Source: an optimization exercise on an open RTL-to-GDS flow (aim: small area, a short achievable clock period and few clock cycles per item). Production flows keep margins and buffers that such runs may drop.
In this exercise RTL edits were held to simulation tests only and were not proved equivalent to the original.

==> 01-12 <==
==> flow/design.v <==
`timescale 1ns / 1ps
package skf_pkg;
    localparam int FRAC_BITS = 16;
    localparam int GAIN_BITS = 16;
    localparam int VAL_W     = 32;                  
    localparam int NOISE_W   = 31;                  
    localparam int DEN_W     = VAL_W + 2;           
    localparam int QUO_W     = GAIN_BITS + 1;       
    localparam int CNT_W     = $clog2(QUO_W + 1);
    localparam logic [VAL_W-1:0]     VAR_ONE  = VAL_W'(1) << FRAC_BITS;
    localparam logic [GAIN_BITS:0]   GAIN_ONE = (GAIN_BITS+1)'(1) << GAIN_BITS;
    localparam logic [GAIN_BITS-1:0] GAIN_MAX = '1;
    localparam logic [1:0] CFG_INIT_EST   = 2'd0;
    localparam logic [1:0] CFG_PROC_NOISE = 2'd1;
    localparam logic [1:0] CFG_MEAS_NOISE = 2'd2;
endpackage
`timescale 1ns / 1ps
module skf_add #(parameter int W = 48)
(
    input  logic [W-1:0] a,
    input  logic [W-1:0] b,
    input  logic         cin,
    output logic [W-1:0] s
);
    localparam int L = $clog2(W + 1);
    logic [W:0] g [0:2*L];
    logic [W:0] p [0:2*L];
    always_comb begin
        g[0][0] = cin;
        p[0][0] = 1'b0;
        for (int i = 0; i < W; i++) begin
            g[0][i+1] = a[i] & b[i];
            p[0][i+1] = a[i] ^ b[i];
        end
        for (int l = 0; l < L; l++) begin
            g[l+1] = g[l];
            p[l+1] = p[l];
            for (int i = 0; i <= W; i++) begin
                if ((i % (2 << l)) == ((2 << l) - 1) && i >= (1 << l)) begin
                    g[l+1][i] = g[l][i] | (p[l][i] & g[l][i - (1 << l)]);
                    p[l+1][i] = p[l][i] & p[l][i - (1 << l)];
                end
            end
        end
        for (int l = L - 2; l >= 0; l--) begin
            g[2*L-1-l] = g[2*L-2-l];
            p[2*L-1-l] = p[2*L-2-l];
            for (int i = 0; i <= W; i++) begin
                if ((i % (2 << l)) == ((1 << l) - 1) && i >= (2 << l)) begin
                    g[2*L-1-l][i] = g[2*L-2-l][i] | (p[2*L-2-l][i] & g[2*L-2-l][i - (1 << l)]);
                    p[2*L-1-l][i] = p[2*L-2-l][i] & p[2*L-2-l][i - (1 << l)];
                end
            end
        end
        for (int i = 0; i < W; i++)
            s[i] = p[0][i+1] ^ g[2*L-1][i];
    end
endmodule
`timescale 1ns / 1ps
import skf_pkg::*;
module scalar_kalman_filter_core
(
    input  logic               aclk,
    input  logic               aresetn,
    input  logic               cfg_we,
    input  logic [1:0]         cfg_index,
    input  logic [VAL_W-1:0]   cfg_data,
    input  logic               s_valid,
    output logic               s_ready,
    input  logic signed [VAL_W-1:0] s_measurement,
    output logic               m_valid,
    input  logic               m_ready,
    output logic signed [VAL_W-1:0] m_estimate
);
    localparam int RW = VAL_W + 3;             
    localparam int DW = VAL_W + 1;             
    localparam int ZW = VAL_W + 1;             
    localparam int AW = VAL_W + GAIN_BITS + 1;
    localparam int HI = GAIN_BITS + 1;         
    localparam int AW1 = AW - 1;
    logic                     idle_reg, setup_reg, run_reg;
    logic [3:0]               cnt_reg;
    logic                     q_reg;           
    logic                     zero_reg;        
    logic                     m_valid_reg;
    logic [NOISE_W-1:0]       pn_reg, mn_reg;
    logic [VAL_W-1:0]         p_reg;
    logic                     psat_reg;        
    logic [DW-1:0]            den_reg;
    logic signed [RW-1:0]     rem_reg;
    logic signed [ZW-1:0]     z_reg;           
    logic [AW-1:0]            accv_reg;
    logic signed [AW-1:0]     acce_reg;
    wire                      accept   = s_valid && idle_reg;
    wire                      setup_go = setup_reg && !m_valid_reg;
    wire                      last     = (cnt_reg == 4'd15);
    wire [VAL_W-1:0]          p_eff    = p_reg | {VAL_W{psat_reg}};
    wire signed [VAL_W-1:0]   est      = acce_reg[AW-1:HI];
    wire                      zero_now = (p_eff == '0) && (mn_reg == '0);
    assign s_ready = idle_reg;
    logic signed [RW-1:0] div_a, div_b, div_sum;
    logic                 div_sub;
    always_comb begin
        if (idle_reg) begin
            div_a   = RW'(accv_reg[AW-1:HI]);
            div_b   = RW'(pn_reg);
            div_sub = 1'b0;
        end else if (setup_reg) begin
            div_a   = RW'(p_eff);
            div_b   = RW'(mn_reg);
            div_sub = 1'b1;
        end else begin
            div_a   = rem_reg <<< 1;
            div_b   = RW'(den_reg);
            div_sub = !rem_reg[RW-1];
        end
    end
    skf_add #(RW) u_div_add (
        .a   (div_a),
        .b   (div_sub ? ~div_b : div_b),
        .cin (div_sub),
        .s   (div_sum)
    );
    logic [AW-1:0] av_a, av_b, av_sum;
    always_comb begin
        if (setup_reg) begin
            av_a = AW'(p_eff);
            av_b = AW'(mn_reg);
        end else begin
            av_a = accv_reg << 1;
            av_b = q_reg ? ~(AW'(p_reg) << 1) : '0;
        end
    end
    skf_add #(AW) u_var_add (
        .a   (av_a),
        .b   (av_b),
        .cin (!setup_reg && q_reg),
        .s   (av_sum)
    );
    logic signed [AW-1:0] ae_a, ae_b, ae_sum;
    always_comb begin
        if (setup_reg) begin
            ae_a = AW'(z_reg);
            ae_b = ~(AW'(est));
        end else begin
            ae_a = acce_reg <<< 1;
            ae_b = q_reg ? (AW'(z_reg) <<< 1) : '0;
        end
    end
    skf_add #(AW) u_est_add (
        .a   (ae_a),
        .b   (ae_b),
        .cin (setup_reg),
        .s   (ae_sum)
    );
    always_ff @(posedge aclk) begin
        if (!aresetn) begin
            idle_reg    <= 1'b1;
            setup_reg   <= 1'b0;
            run_reg     <= 1'b0;
            m_valid_reg <= 1'b0;
            pn_reg      <= NOISE_W'(655);
            mn_reg      <= NOISE_W'(65536);
            accv_reg[AW-1:HI] <= VAR_ONE;
            acce_reg[AW-1:HI] <= '0;
        end else begin
            if (m_valid_reg && m_ready)
                m_valid_reg <= 1'b0;
            if (cfg_we) begin
                case (cfg_index)
                    CFG_INIT_EST: begin
                        acce_reg[AW-1:HI] <= $signed(cfg_data);
                        accv_reg[AW-1:HI] <= VAR_ONE;
                    end
                    CFG_PROC_NOISE: pn_reg <= cfg_data[NOISE_W-1:0];
                    CFG_MEAS_NOISE: mn_reg <= cfg_data[NOISE_W-1:0];
                    default: ;
                endcase
            end
            if (accept) begin
                idle_reg  <= 1'b0;
                setup_reg <= 1'b1;
            end
            if (setup_go) begin
                setup_reg <= 1'b0;
                run_reg   <= 1'b1;
                accv_reg  <= {AW1'(p_eff), 1'b1};
                acce_reg  <= {AW1'(est), 1'b1};
            end
            if (run_reg) begin
                accv_reg <= av_sum;
                acce_reg <= ae_sum;
                if (last) begin
                    run_reg     <= 1'b0;
                    idle_reg    <= 1'b1;
                    m_valid_reg <= 1'b1;
                end
            end
        end
        if (idle_reg) begin
            p_reg    <= div_sum[VAL_W-1:0];
            psat_reg <= div_sum[VAL_W];
        end
        if (accept)
            z_reg <= ZW'(s_measurement);
        if (setup_go) begin
            p_reg    <= p_eff;
            psat_reg <= 1'b0;
            den_reg  <= av_sum[DW-1:0];
            z_reg    <= ae_sum[ZW-1:0];
            zero_reg <= zero_now;
        end
        rem_reg <= div_sum;
        q_reg   <= !div_sum[RW-1] && !(setup_reg ? zero_now : zero_reg);
        cnt_reg <= setup_reg ? 4'd0 : cnt_reg + 4'd1;
    end
    assign m_valid    = m_valid_reg;
    assign m_estimate = est;
endmodule
==> flow/flow/run.sh <==
#!/bin/bash
set -euo pipefail
bash standard.sh \
    SETUP_SLACK_MARGIN=6.75 \
    "BUFFER_PORTS_ARGS=-buffer_cell sky130_fd_sc_hd__buf_1" \
    finish > standard_flow.log 2>&1
==> flow/standard.sh <==
#!/bin/bash
# synth_recipe.tcl (not shown) runs the flow's synth.tcl, then flattens the netlist and writes it again
# the make line also repeats each setting of config.mk as NAME=value (left out here)
make -C /OpenROAD-flow-scripts/flow DESIGN_CONFIG=/design/flow/config.mk WORK_HOME=/design/flow/orfs CLKGATE_MAP_FILE= SYNTH_SCRIPT=/design/flow/synth_recipe.tcl "${@:-finish}"
==> flow/config.mk <==
export PLATFORM = sky130hd
export DESIGN_NAME = scalar_kalman_filter_core
export DESIGN_NICKNAME = scalar_kalman_filter_core
export VERILOG_FILES = /design/flow/design.v
export SDC_FILE = /design/flow/constraint.sdc
export NUM_CORES = 4
export LEC_CHECK = 0
export ABC_AREA = 1
export CAP_MARGIN = 20
export CORE_MARGIN = 2
export CORE_UTILIZATION = 40
export CTS_CLUSTER_DIAMETER = 80
export CTS_CLUSTER_SIZE = 20
export SLEW_MARGIN = 20
==> flow/constraint.sdc <==
create_clock -name core_clock -period 11.0 [get_ports {aclk}]
set_input_delay 2.2000 -clock core_clock [delete_from_list [all_inputs] [get_ports {aclk}]]
set_output_delay 2.2000 -clock core_clock [all_outputs]
set_load 0.01 [all_outputs]
==> inputs of 11-25, as changes to 01-12 <==
--- a/flow/design.v
+++ b/flow/design.v
@@ -181,10 +181,11 @@
                 idle_reg  <= 1'b0;
                 setup_reg <= 1'b1;
             end
+            if (setup_reg)
+                accv_reg <= {AW1'(p_eff), 1'b1};
             if (setup_go) begin
                 setup_reg <= 1'b0;
                 run_reg   <= 1'b1;
-                accv_reg  <= {AW1'(p_eff), 1'b1};
                 acce_reg  <= {AW1'(est), 1'b1};
             end
             if (run_reg) begin
@@ -203,13 +204,14 @@
         end
         if (accept)
             z_reg <= ZW'(s_measurement);
-        if (setup_go) begin
+        if (setup_reg) begin
             p_reg    <= p_eff;
             psat_reg <= 1'b0;
             den_reg  <= av_sum[DW-1:0];
-            z_reg    <= ae_sum[ZW-1:0];
             zero_reg <= zero_now;
         end
+        if (setup_go)
+            z_reg <= ae_sum[ZW-1:0];
         rem_reg <= div_sum;
         q_reg   <= !div_sum[RW-1] && !(setup_reg ? zero_now : zero_reg);
         cnt_reg <= setup_reg ? 4'd0 : cnt_reg + 4'd1;
==> impl_metrics.json <==
{
  "seq_power_w": 0.00168,
  "multi_input_area_share_pct": 48.6,
  "synthAdderAreaFrac_pct": 14.3,
  "crit_path_cell_trace": "clkinv_16, buf_12, nor2_8, buf_4, buf_4, inv_2, buf_4, nand2_1, buf_4",
  "p_leak_nw": 9.78,
  "gp_congestion": 0.937,
  "status": "complete, no violations",
  "grt_pass1_wl_um": 108000,
  "final_cells": 3317,
  "finalClockSkew_ns": 0.0232,
  "synth_edf_count": 133,
  "cp.depth": 9,
  "die_w_um": 229
}
The numbers above come from 01-12.

==> impl_metrics.json <==
{
  "cp.depth": 22,
  "hold_ws_ns": 0.447,
  "routed.top_layer": "met4",
  "clk_pin_slew_ns": 0.08,
  "synthAdderAreaFrac_pct": 14.5,
  "crit_path_cell_trace": "clkinv_8, buf_16, nand2_1, nand2_2, clkinvlp_4, buf_4, a21oi_1, a21oi_1, ha_1, nand4_1, a21oi_2, nor3_2, nand2_2, nand2_1, nand2_2, nand2_1, nand2_1, a21oi_1, fa_1, xnor2_2, nand2_1, nand2_1",
  "peakVddDrop_v": 0.000156,
  "drv_slew": 0,
  "synth_edf_count": 132,
  "grt_pass1_wl_um": 101000,
  "multi_input_area_share_pct": 48.3,
  "n_clock_buffer": 34,
  "final_cells": 3215,
  "die_w_um": 227,
  "status": "complete, no violations",
  "p_leak_nw": 9.73,
  "seq_power_w": 0.00178
}
The numbers above come from 11-25.

Testbench counts of 01-12, summed over its fixed seeds: cycles 36,958, items 2,048.
Testbench counts of 11-25, summed over its fixed seeds: cycles 36,958, items 2,048.

==> separate check: timing with driven ports <==
In the flow no input, the clock included, has a driving cell. The finished layouts below were timed again as built, in two steps. Step 1: set_driving_cell puts a clkbuf_16 on aclk and a buf_2 on each other input, an assumption about the parent block. Step 2, shift: input delay + t, output delay - t, t = (earliest + latest rising clock arrival at the registers) / 2. This alone moves slack from input paths to output paths. Slacks: no drivers / after step 1 / after step 2; pairs: no drivers / after step 1.
run | shift t [ns] | setup slack, ns | worst data-port slew with drivers (ns)
01-12 | 0.627 | 6.861 / 6.861 / 6.306 | 0.06
11-25 | 0.626 | 6.961 / 6.961 / 6.497 | 0.08
After both steps every run listed still meets setup and hold. The setup slack of 01-12, which loses most, moves by 0.000 ns with the drivers and by -0.555 ns with both steps.
